What follows belongs to an exercise in optimizing a design on an open flow for small area; a production flow would make more cautious choices.
In this exercise RTL edits were held to simulation tests only and were not proved equivalent to the original.
Power is estimated from default activity; no workload was simulated.

## run 1
## wb_subsys
module wb_subsys #(
	parameter int NUM_BANKS  = 4,
	parameter int FIFO_DEPTH = 4
) (
	input  logic            clk,
	input  logic            rst_n,
	input  logic            evict_i,
	input  wb_pkg::addr_t   evict_addr_i,
	input  wb_pkg::data_t   evict_data_i,
	output logic            evict_afull_o,
	output wb_pkg::axi_id_t awid_o,
	output wb_pkg::addr_t   awaddr_o,
	output logic            awvalid_o,
	input  logic            awready_i,
	output wb_pkg::axi_id_t wid_o,
	output wb_pkg::data_t   wdata_o,
	output logic            wvalid_o,
	input  logic            wready_i
);
export LEC_CHECK = 0
export CAP_MARGIN = 0
export CORE_MARGIN = 2
export CORE_UTILIZATION = 50
export SLEW_MARGIN = 0
export SYNTH_HIERARCHICAL = 1
export SYNTH_MINIMUM_KEEP_SIZE = 0
create_clock -name core_clock -period 6.0 [get_ports {clk}]
standard.sh (not shown) runs the stock make flow with config.mk's settings and CLKGATE_MAP_FILE= SYNTH_SCRIPT=/design/flow/synth_recipe.tcl, a recipe that flattens the netlist after the stock synthesis.
==> flow/flow/run.sh <==
#!/bin/bash
# Standard ORFS layout with two changes: port buffers use the smallest buffer
# cell, and CTS uses larger sink clusters without dummy loads.
set -o pipefail
export BUFFER_PORTS_ARGS="-buffer_cell sky130_fd_sc_hd__buf_1"
export CTS_ARGS="-sink_clustering_enable -repair_clock_nets -buf_list sky130_fd_sc_hd__clkbuf_8 -sink_clustering_size 18 -sink_clustering_max_diameter 60 -dont_use_dummy_load"
bash standard.sh > standard.log 2>&1
Run 1 finished every step from synthesis to the final layout, and the layout passed the timing, design-rule and antenna checks.
--- input diff run 1..run 2 ---
# run 1
export LEC_CHECK = 0
export CAP_MARGIN = 0
export CORE_MARGIN = 2
export CORE_UTILIZATION = 50
export SLEW_MARGIN = 0
export SYNTH_HIERARCHICAL = 1
export SYNTH_MINIMUM_KEEP_SIZE = 0
create_clock -name core_clock -period 6.0 [get_ports {clk}]
# run 2
export LEC_CHECK = 0
export CAP_MARGIN = 0
export CORE_MARGIN = 2
export CORE_UTILIZATION = 45
export SLEW_MARGIN = 0
export SYNTH_HIERARCHICAL = 1
export SYNTH_MINIMUM_KEEP_SIZE = 0
create_clock -name core_clock -period 6.0 [get_ports {clk}]
==> flow/flow/run.sh <==
#!/bin/bash
# Standard ORFS layout with two changes: port buffers use the smallest buffer
# cell, and CTS uses larger sink clusters without dummy loads.
set -o pipefail
export BUFFER_PORTS_ARGS="-buffer_cell sky130_fd_sc_hd__buf_1"
export CTS_ARGS="-sink_clustering_enable -repair_clock_nets -buf_list sky130_fd_sc_hd__clkbuf_8 -sink_clustering_size 19 -sink_clustering_max_diameter 60 -dont_use_dummy_load"
bash standard.sh > standard.log 2>&1
==> run notes <==
- Compared to run 1, run 2 was floorplanned on a bigger die.
- The run showing the smaller maximum frequency is run 1.
- There was hardly any difference in share of power burned in combinational logic between run 1 and run 2.
- Summed area of non-filler cells in the final layout, run 1 and run 2: higher on run 2
- Clock period minus final worst setup slack improves in run 2 relative to run 1.
- Diff run 1 -> run 2 | height of the die | up by a few percent
- Compared with run 1, run 2 shows a higher layout overhead on the synthesized area.
Setup changes, run 2 to run 3
# run 2
export LEC_CHECK = 0
export CAP_MARGIN = 0
export CORE_MARGIN = 2
export CORE_UTILIZATION = 45
export SLEW_MARGIN = 0
export SYNTH_HIERARCHICAL = 1
export SYNTH_MINIMUM_KEEP_SIZE = 0
create_clock -name core_clock -period 6.0 [get_ports {clk}]
# run 3
export LEC_CHECK = 0
export CAP_MARGIN = 0
export CORE_MARGIN = 2
export CORE_UTILIZATION = 60
export PLACE_DENSITY = 0.7
export SLEW_MARGIN = 0
export SYNTH_HIERARCHICAL = 1
export SYNTH_MINIMUM_KEEP_SIZE = 0
create_clock -name core_clock -period 6.0 [get_ports {clk}]
==> run notes <==
On relative slew slack, the higher figure sits with run 2, not run 3. Summary of run 3 over run 2: synthesis-to-finish area growth -1.4 points; global-route wire length before repair -6.5%; combinational power -about 1%; post-synth design cell area ~0 delta. Die extent in y delta for run 3 relative to run 2: 37 um lower.

The RTL this note starts from:
==> flow/design.v <==
`default_nettype none
package wb_pkg;
	localparam int ADDR_W = 32;
	localparam int DATA_W = 64;
	localparam int OFFSET_W = 3;
	localparam int ID_W = 4;
	localparam int LINE_W = ADDR_W + DATA_W;
	typedef logic [ADDR_W-1:0] addr_t;
	typedef logic [DATA_W-1:0] data_t;
	typedef logic [ID_W-1:0] axi_id_t;
	typedef enum logic {
		WBQ_IDLE,	 
		WBQ_READY	 
	} wbq_state_t;
endpackage
`default_nettype wire
`default_nettype none
module wb_subsys #(
	parameter int NUM_BANKS  = 4,
	parameter int FIFO_DEPTH = 4
) (
	input  logic            clk,
	input  logic            rst_n,
	input  logic            evict_i,
	input  wb_pkg::addr_t   evict_addr_i,
	input  wb_pkg::data_t   evict_data_i,
	output logic            evict_afull_o,
	output wb_pkg::axi_id_t awid_o,
	output wb_pkg::addr_t   awaddr_o,
	output logic            awvalid_o,
	input  logic            awready_i,
	output wb_pkg::axi_id_t wid_o,
	output wb_pkg::data_t   wdata_o,
	output logic            wvalid_o,
	input  logic            wready_i
);
	localparam int N     = 10;	 
	localparam int HI_W  = wb_pkg::ADDR_W - 5;	 
	localparam int ENT_W = HI_W + wb_pkg::DATA_W;
	logic [2:0]     cnt_q [4];	 
	logic [3:0]     req_q;	 
	logic [1:0]     last_q;	 
	logic           locked_q;
	logic [N-1:0]   v_q;
	logic [1:0]     bank_q [N];
	logic [1:0]     pos_q  [N];
	logic [ENT_W-1:0] mem  [N];
	logic [1:0] pick;
	logic       found;
	logic [1:0] sel;
	logic       valid;
	logic       handshake;
	logic [3:0] gnt;
	always_comb begin
		pick  = last_q;
		found = 1'b0;
		for (int l = 0; l < 4; l++) begin
			if (last_q == 2'(l)) begin
				for (int i = 1; i <= 4; i++) begin
					if (!found && req_q[(l + i) % 4]) begin
						pick  = 2'((l + i) % 4);
						found = 1'b1;
					end
				end
			end
		end
	end
	assign sel       = locked_q ? last_q : pick;
	assign valid     = locked_q || found;
	assign handshake = valid && awready_i && wready_i;
	always_comb begin
		for (int k = 0; k < 4; k++) gnt[k] = handshake && (sel == 2'(k));
	end
	always_ff @(posedge clk) begin
		if (!rst_n) begin
			last_q   <= '0;
			locked_q <= 1'b0;
		end else if (valid) begin
			last_q   <= sel;
			locked_q <= !handshake;
		end
	end
	logic [1:0]   pb;
	logic [2:0]   pcnt;
	logic         push;
	logic [3:0]   push_k;
	logic [N-1:0] we;
	logic [1:0]   new_pos;
	assign pb   = evict_addr_i[4:3];
	assign pcnt = cnt_q[pb];
	assign push = evict_i && !(pcnt[2] && !pcnt[0]);	 
	always_comb begin
		for (int k = 0; k < 4; k++) push_k[k] = push && (pb == 2'(k));
	end
	assign new_pos = gnt[pb] ? {pcnt[2], pcnt[1]} : {pcnt[1], pcnt[0] && !pcnt[2]};
	always_comb begin
		logic taken;
		taken = 1'b0;
		for (int i = 0; i < N; i++) begin
			we[i] = push && !v_q[i] && !taken;
			taken = taken || !v_q[i];
		end
	end
	always_ff @(posedge clk) begin
		for (int k = 0; k < 4; k++) begin
			if (!rst_n) begin
				cnt_q[k] <= '0;
				req_q[k] <= 1'b0;
			end else begin
				if (push_k[k] && !gnt[k]) begin
					cnt_q[k] <= {cnt_q[k][1], cnt_q[k][0], !cnt_q[k][2]};
				end else if (gnt[k] && !push_k[k]) begin
					cnt_q[k] <= {!cnt_q[k][0], cnt_q[k][2], cnt_q[k][1]};
				end
				req_q[k] <= req_q[k] ? !gnt[k] : (cnt_q[k][0] || cnt_q[k][1]);
			end
		end
	end
	assign evict_afull_o = cnt_q[0][2] || cnt_q[1][2] || cnt_q[2][2] || cnt_q[3][2];
	logic [N-1:0] mine;	 
	logic [N-1:0] hit;	 
	always_comb begin
		for (int i = 0; i < N; i++) begin
			mine[i] = (bank_q[i] == sel);
			hit[i]  = v_q[i] && mine[i] && pos_q[i] == 2'b00;
		end
	end
	always_ff @(posedge clk) begin
		for (int i = 0; i < N; i++) begin
			if (!rst_n) begin
				v_q[i] <= 1'b0;
			end else if (we[i]) begin
				v_q[i] <= 1'b1;
			end else if (hit[i] && handshake) begin
				v_q[i] <= 1'b0;
			end
		end
	end
	always_ff @(posedge clk) begin
		for (int i = 0; i < N; i++) begin
			if (we[i]) begin
				bank_q[i] <= pb;
				pos_q[i]  <= new_pos;
			end else if (mine[i] && handshake) begin
				pos_q[i]  <= {!pos_q[i][0], pos_q[i][1]};	 
			end
		end
	end
	always_ff @(posedge clk) begin
		for (int i = 0; i < N; i++) begin
			if (we[i]) mem[i] <= {evict_addr_i[wb_pkg::ADDR_W-1:5], evict_data_i};
		end
	end
	logic [ENT_W-1:0] line;
	for (genvar j = 0; j < ENT_W; j++) begin : g_line
		logic [N-1:0] col;
		for (genvar i = 0; i < N; i++) begin : g_col
			assign col[i] = mem[i][j];
		end
		wb_line_mux #(.N(N)) u_mux (.hit_i(hit), .d_i(col), .q_o(line[j]));
	end
	assign awvalid_o = valid;
	assign wvalid_o  = valid;
	assign awid_o    = wb_pkg::axi_id_t'(sel);
	assign wid_o     = wb_pkg::axi_id_t'(sel);
	assign awaddr_o  = {line[wb_pkg::DATA_W +: HI_W], sel, 3'b000};
	assign wdata_o   = line[wb_pkg::DATA_W-1:0];
endmodule
`default_nettype wire
`default_nettype none
module wb_line_mux #(
	parameter int N = 10
) (
	input  logic [N-1:0] hit_i,
	input  logic [N-1:0] d_i,
	output logic         q_o
);
	logic [3:0] t_n;
	wb_aoi3 u_t0 (.s_i(hit_i[2:0]), .d_i(d_i[2:0]), .y_no(t_n[0]));
	wb_aoi3 u_t1 (.s_i(hit_i[5:3]), .d_i(d_i[5:3]), .y_no(t_n[1]));
	wb_aoi3 u_t2 (.s_i(hit_i[8:6]), .d_i(d_i[8:6]), .y_no(t_n[2]));
	assign t_n[3] = !(hit_i[9] && d_i[9]);
	wb_nand4 u_or (.a_i(t_n), .y_no(q_o));
endmodule
module wb_aoi3 (
	input  logic [2:0] s_i,
	input  logic [2:0] d_i,
	output logic       y_no
);
	assign y_no = !(|(s_i & d_i));
endmodule
module wb_nand4 (
	input  logic [3:0] a_i,
	output logic       y_no
);
	assign y_no = !(&a_i);
endmodule
`default_nettype wire
clock: 6.0 ns
lec_check: 0
cap_margin: 0
core_margin: 2
core_utilization: 40
place_density: 0.72
slew_margin: 0
synth_hierarchical: 1
synth_minimum_keep_size: 0
==> flow/flow/run.sh <==
#!/bin/bash
# Standard ORFS layout with two changes: port buffers use the smallest buffer
# cell, and CTS uses larger sink clusters without dummy loads.
set -o pipefail
export BUFFER_PORTS_ARGS="-buffer_cell sky130_fd_sc_hd__buf_1"
export CTS_ARGS="-sink_clustering_enable -repair_clock_nets -buf_list sky130_fd_sc_hd__clkbuf_8 -sink_clustering_size 18 -sink_clustering_max_diameter 60 -dont_use_dummy_load"
bash standard.sh > standard.log 2>&1
Change:
--- a/flow/flow/run.sh
+++ b/flow/flow/run.sh
@@ -6 +6 @@
-export CTS_ARGS="-sink_clustering_enable -repair_clock_nets -buf_list sky130_fd_sc_hd__clkbuf_8 -sink_clustering_size 18 -sink_clustering_max_diameter 60 -dont_use_dummy_load"
+export CTS_ARGS="-sink_clustering_enable -repair_clock_nets -buf_list sky130_fd_sc_hd__clkbuf_8 -sink_clustering_size 19 -sink_clustering_max_diameter 60 -dont_use_dummy_load"
- CORE_UTILIZATION: 40 -> 50
- PLACE_DENSITY: 0.72 -> unset
The new run completed without violations.
Setup slack improved by 0.064 ns.
Fmax rose by 1.1%.
Core utilization rose by 10 points.
Change:
--- a/flow/flow/run.sh
+++ b/flow/flow/run.sh
@@ -6 +6 @@
-export CTS_ARGS="-sink_clustering_enable -repair_clock_nets -buf_list sky130_fd_sc_hd__clkbuf_8 -sink_clustering_size 19 -sink_clustering_max_diameter 60 -dont_use_dummy_load"
+export CTS_ARGS="-sink_clustering_enable -repair_clock_nets -buf_list {sky130_fd_sc_hd__clkbuf_4 sky130_fd_sc_hd__clkbuf_8} -sink_clustering_size 18 -sink_clustering_max_diameter 60 -dont_use_dummy_load"
- CORE_UTILIZATION: 50 -> 40
- CTS_BUF_LIST: unset -> sky130_fd_sc_hd__clkbuf_8
Design area is higher by 1.1%; clock power is higher by about 4%; worst setup slack gets better by 0.19 ns; global-route usage is lower by 4.1 points; die area is higher by 25%; non-clock buffer count is higher by 12.
Change:
--- a/flow/flow/run.sh
+++ b/flow/flow/run.sh
@@ -6 +6 @@
-export CTS_ARGS="-sink_clustering_enable -repair_clock_nets -buf_list {sky130_fd_sc_hd__clkbuf_4 sky130_fd_sc_hd__clkbuf_8} -sink_clustering_size 18 -sink_clustering_max_diameter 60 -dont_use_dummy_load"
+export CTS_ARGS="-sink_clustering_enable -repair_clock_nets -buf_list sky130_fd_sc_hd__clkbuf_8 -sink_clustering_size 20 -sink_clustering_max_diameter 60 -dont_use_dummy_load"
The new run completed with no timing, DRC or antenna violations.
Die area does not change.
Area after synthesis does not change.
Routed wire length hardly moves.
Power falls by 1.6%.
Cell count stays flat.
Via count falls by 0.48%.
Setup slack loses 0.058 ns.

afterwards: timing with drivers on the ports:
No port has a modelled driver above. Below, the same layouts with a new extraction and two added sets of constraints. Step 1 assumes that a clkbuf_16 drives the clock port and a buf_2 every other input. Step 2, shift: input delay + t, output delay - t, t = (earliest + latest rising clock arrival at the registers) / 2. This alone moves slack from input paths to output paths. Three values: no drivers, after step 1, after step 2; two values: the first two.
run | t, ns | slack for setup (ns) | hold WS [ns] | clock arrival spread, ns | worst register clock-pin slew, ns
run 1 | 0.710 | 0.329 / 0.273 / 0.983 | 0.532 / 0.532 / 0.532 | 0.058 / 0.058 | 0.12 / 0.12
run 2 | 0.723 | 0.465 / 0.409 / 1.131 | 0.529 / 0.529 / 0.529 | 0.099 / 0.099 | 0.11 / 0.11
run 3 | 0.759 | 0.299 / 0.237 / 0.996 | 0.531 / 0.531 / 0.531 | 0.067 / 0.068 | 0.12 / 0.12
the first run of note 2 | 0.714 | 0.263 / 0.201 / 0.915 | 0.512 / 0.512 / 0.512 | 0.113 / 0.113 | 0.11 / 0.11
the second run of note 2 | 0.761 | 0.327 / 0.262 / 1.023 | 0.528 / 0.528 / 0.528 | 0.074 / 0.074 | 0.12 / 0.12
the third run of note 2 | 0.724 | 0.514 / 0.452 / 1.176 | 0.511 / 0.511 / 0.511 | 0.073 / 0.073 | 0.11 / 0.11
the fourth run of note 2 | 0.747 | 0.456 / 0.396 / 1.143 | 0.504 / 0.504 / 0.504 | 0.092 / 0.092 | 0.12 / 0.12
After both steps setup and hold are still met in every run listed.
